What follows belongs to an exercise in optimizing a design on an open flow for small area, a short achievable clock period and few clock cycles per item; a production flow would make more cautious choices.
Only simulation tests tie the RTL to the original design; equivalence was not proved.

== try-quartz ==
==> flow/design.v (excerpt) <==
module dual_wheel_incremental_pid_drive #(
	parameter int TICK_BITS = dwpid_pkg::TICK_BITS
) (
	input  logic                        clk,
	input  logic                        arst_n,
	input  logic                        psel,
	input  logic                        penable,
	input  logic                        pwrite,
	input  logic [4:0]                  paddr,
	input  logic [31:0]                 pwdata,
	output logic [31:0]                 prdata,
	output logic                        pready,
	input  logic                        in_valid,
	output logic                        in_stall,
	input  logic [2:0]                  cmd,
	input  logic signed [15:0]          speed,
	input  logic signed [TICK_BITS-1:0] left_ticks,
	input  logic signed [TICK_BITS-1:0] right_ticks,
	output logic                        out_valid,
	input  logic                        out_stall,
	output logic [15:0]                 left_duty,
	output logic [1:0]                  left_dir,
	output logic [15:0]                 right_duty,
	output logic [1:0]                  right_dir,
	output logic signed [15:0]          left_speed,
	output logic signed [15:0]          right_speed,
	output logic signed [31:0]          left_odometry,
	output logic signed [31:0]          right_odometry
);
Size: about 16000 cells after synthesis, roughly 1400 flip-flops.
clock: 12.0 ns
lec_check: 0
cap_margin: 20
core_margin: 2
core_utilization: 55
setup_slack_margin: 5
slew_margin: 20
run.sh (not shown) runs the stock make flow with config.mk's settings and CLKGATE_MAP_FILE= SYNTH_SCRIPT=/design/flow/synth_recipe.tcl, a recipe that flattens the netlist after the stock synthesis.
Testbench counts of try-quartz, summed over its fixed seeds: cycles 2,112, items 2,048.
Inputs modified between try-quartz and try-nickel:
==> flow/flow/run.sh (new file) <==
#!/bin/bash
set -o pipefail
export SETUP_SLACK_MARGIN=5.6
export TNS_END_PERCENT=10
bash standard.sh > standard.log 2>&1
==> flow/standard.sh (new file) <==
#!/bin/bash
# synth_recipe.tcl (not shown) runs the flow's synth.tcl, then flattens the netlist and writes it again
# the make line also repeats each setting of config.mk as NAME=value (left out here)
make -C /OpenROAD-flow-scripts/flow DESIGN_CONFIG=/design/flow/config.mk WORK_HOME=/design/flow/orfs CLKGATE_MAP_FILE= SYNTH_SCRIPT=/design/flow/synth_recipe.tcl "${@:-finish}"
diff --git a/flow/config.mk b/flow/config.mk
--- a/flow/config.mk
+++ b/flow/config.mk
@@ -9,4 +9,3 @@
 export CORE_MARGIN = 2
 export CORE_UTILIZATION = 55
-export SETUP_SLACK_MARGIN = 5
 export SLEW_MARGIN = 20
removed: flow/run.sh
- Every run in the comparison, try-nickel and try-quartz, completed the flow with a clean layout.
- Final-layout worst hold slack essentially unchanged between try-quartz and try-nickel.
- try-quartz has a lower multi-input logic area than try-nickel.
- All-layer global routing usage (higher): try-nickel
- In try-nickel relative to try-quartz, final non-filler cell total had gone up slightly.
Changes in try-amber relative to try-nickel:
==> flow/flow/run.sh <==
#!/bin/bash
set -o pipefail
export SETUP_SLACK_MARGIN=5.8
export TNS_END_PERCENT=10
bash standard.sh > standard.log 2>&1
In the reports for try-nickel and try-amber, the smaller portion of the clock cycle consumed by the worst path in the final layout belongs to try-amber. Comparing try-nickel and try-amber, the higher growth of design area from synthesis to finish is on try-amber. Sort try-nickel and try-amber by number of buffers other than clock buffers in the final layout desc -> top: try-amber. try-nickel has lower total detailed-routing wirelength than try-amber. On cell count of the worst reg-to-reg path: try-amber sits above try-nickel. try-amber ended up with fa_1 as its critical path's slowest cell; try-nickel ended up with dfstp_4.
For try-sierra, these inputs were changed with respect to try-amber:
==> flow/flow/run.sh <==
#!/bin/bash
set -o pipefail
export SETUP_SLACK_MARGIN=6.0
export TNS_END_PERCENT=5
bash standard.sh > standard.log 2>&1
--- outcome ---
try-sierra and try-amber ended up with nearly the same worst hold slack. Across both runs, critical path depth was lower for try-sierra than for try-amber. As far as share of synthesized area spent on multiplexers goes, try-amber and try-sierra are indistinguishable; the numbers are identical. try-amber → try-sierra: count of buffering cells on the critical path with inverters included has decreased; number of nets in the final layout has remained practically unchanged; global-route usage over all layers has increased. try-sierra -> try-amber: arrival time of the worst setup path flat.
--- input diff try-sierra..try-ember ---
==> flow/flow/run.sh <==
#!/bin/bash
set -o pipefail
export SETUP_SLACK_MARGIN=5.6
export TNS_END_PERCENT=10
bash standard.sh > standard.log 2>&1
diff --git a/flow/config.mk b/flow/config.mk
--- a/flow/config.mk
+++ b/flow/config.mk
@@ -8,4 +8,4 @@
 export CAP_MARGIN = 20
 export CORE_MARGIN = 2
-export CORE_UTILIZATION = 55
+export CORE_UTILIZATION = 65
 export SLEW_MARGIN = 20
Notes after the runs:
Across both runs, area growth from synthesis to layout was lower for try-ember than for try-sierra.
try-sierra → try-ember: floorplan die width saw a decrease.

* * *

dual_wheel_incremental_pid_drive, a different RTL version from the one above (not shown whole).
Size in the first run: roughly 16000 cells after synthesis, about 1400 flip-flops, about 260 I/O pins, about 170000 µm² of cells after synthesis.
clock: 12.0 ns
lec_check: 0
cap_margin: 20
core_margin: 2
core_utilization: 60
place_density: 0.7
setup_slack_margin: 5
slew_margin: 20
Stock flow here: none of the scripts above is used.
The first run passed the timing, DRC and antenna checks.
Testbench counts at the start, summed over its fixed seeds: cycles 2,112, items 2,048.
Next try:
==> flow/flow/run.sh (new file) <==
#!/bin/bash
set -o pipefail
export SETUP_SLACK_MARGIN=5.6
export TNS_END_PERCENT=10
bash standard.sh > standard.log 2>&1
==> flow/standard.sh (new file) <==
#!/bin/bash
# synth_recipe.tcl (not shown) runs the flow's synth.tcl, then flattens the netlist and writes it again
# the make line also repeats each setting of config.mk as NAME=value (left out here)
make -C /OpenROAD-flow-scripts/flow DESIGN_CONFIG=/design/flow/config.mk WORK_HOME=/design/flow/orfs CLKGATE_MAP_FILE= SYNTH_SCRIPT=/design/flow/synth_recipe.tcl "${@:-finish}"
- CORE_UTILIZATION: 60 -> 55
- PLACE_DENSITY: 0.7 -> unset
- SETUP_SLACK_MARGIN: 5 -> unset
removed: flow/run.sh
Effect: Area after synthesis is unchanged. Sequential share of layout area is lower by 0.40 points. Via count is lower slightly. Setup slack gains 190 ps. Count of clock-buffer cells in the layout is lower by 10. Global-route usage is lower by 1.2 points.

[re-timing with driven ports]
Ports are ideal in the flow. The routed layouts listed here were re-timed in OpenROAD. Step 1 (the two cells are an assumption about what drives the block):
set clk [get_ports {clk}]
set_driving_cell -lib_cell sky130_fd_sc_hd__clkbuf_16 $clk
set_driving_cell -lib_cell sky130_fd_sc_hd__buf_2 [delete_from_list [all_inputs] $clk]
Step 2, shift: input delay + t, output delay - t, t = (earliest + latest rising clock arrival at the registers) / 2. This alone moves slack from input paths to output paths. Slacks: no drivers / after step 1 / after step 2; pairs: no drivers / after step 1.
| run | t (ns) | setup WS [ns] | worst setup path at the end | cell pins on the clock port's net |
|---|---|---|---|---|
| try-quartz | 0.968 | 5.174 / 5.174 / 5.174 | register to register | 1 |
| try-nickel | 0.968 | 5.556 / 5.556 / 5.556 | register to register | 1 |
| try-amber | 0.969 | 5.588 / 5.588 / 5.588 | register to register | 1 |
| try-sierra | 0.966 | 5.581 / 5.581 / 5.581 | register to register | 1 |
| try-ember | 0.961 | 5.462 / 5.462 / 5.462 | register to register | 1 |
| the first run of note 2 | 0.955 | 5.220 / 5.220 / 5.220 | register to register | 1 |
| the second run of note 2 | 0.945 | 5.411 / 5.411 / 5.411 | register to register | 1 |
After both steps every run listed still meets setup and hold.
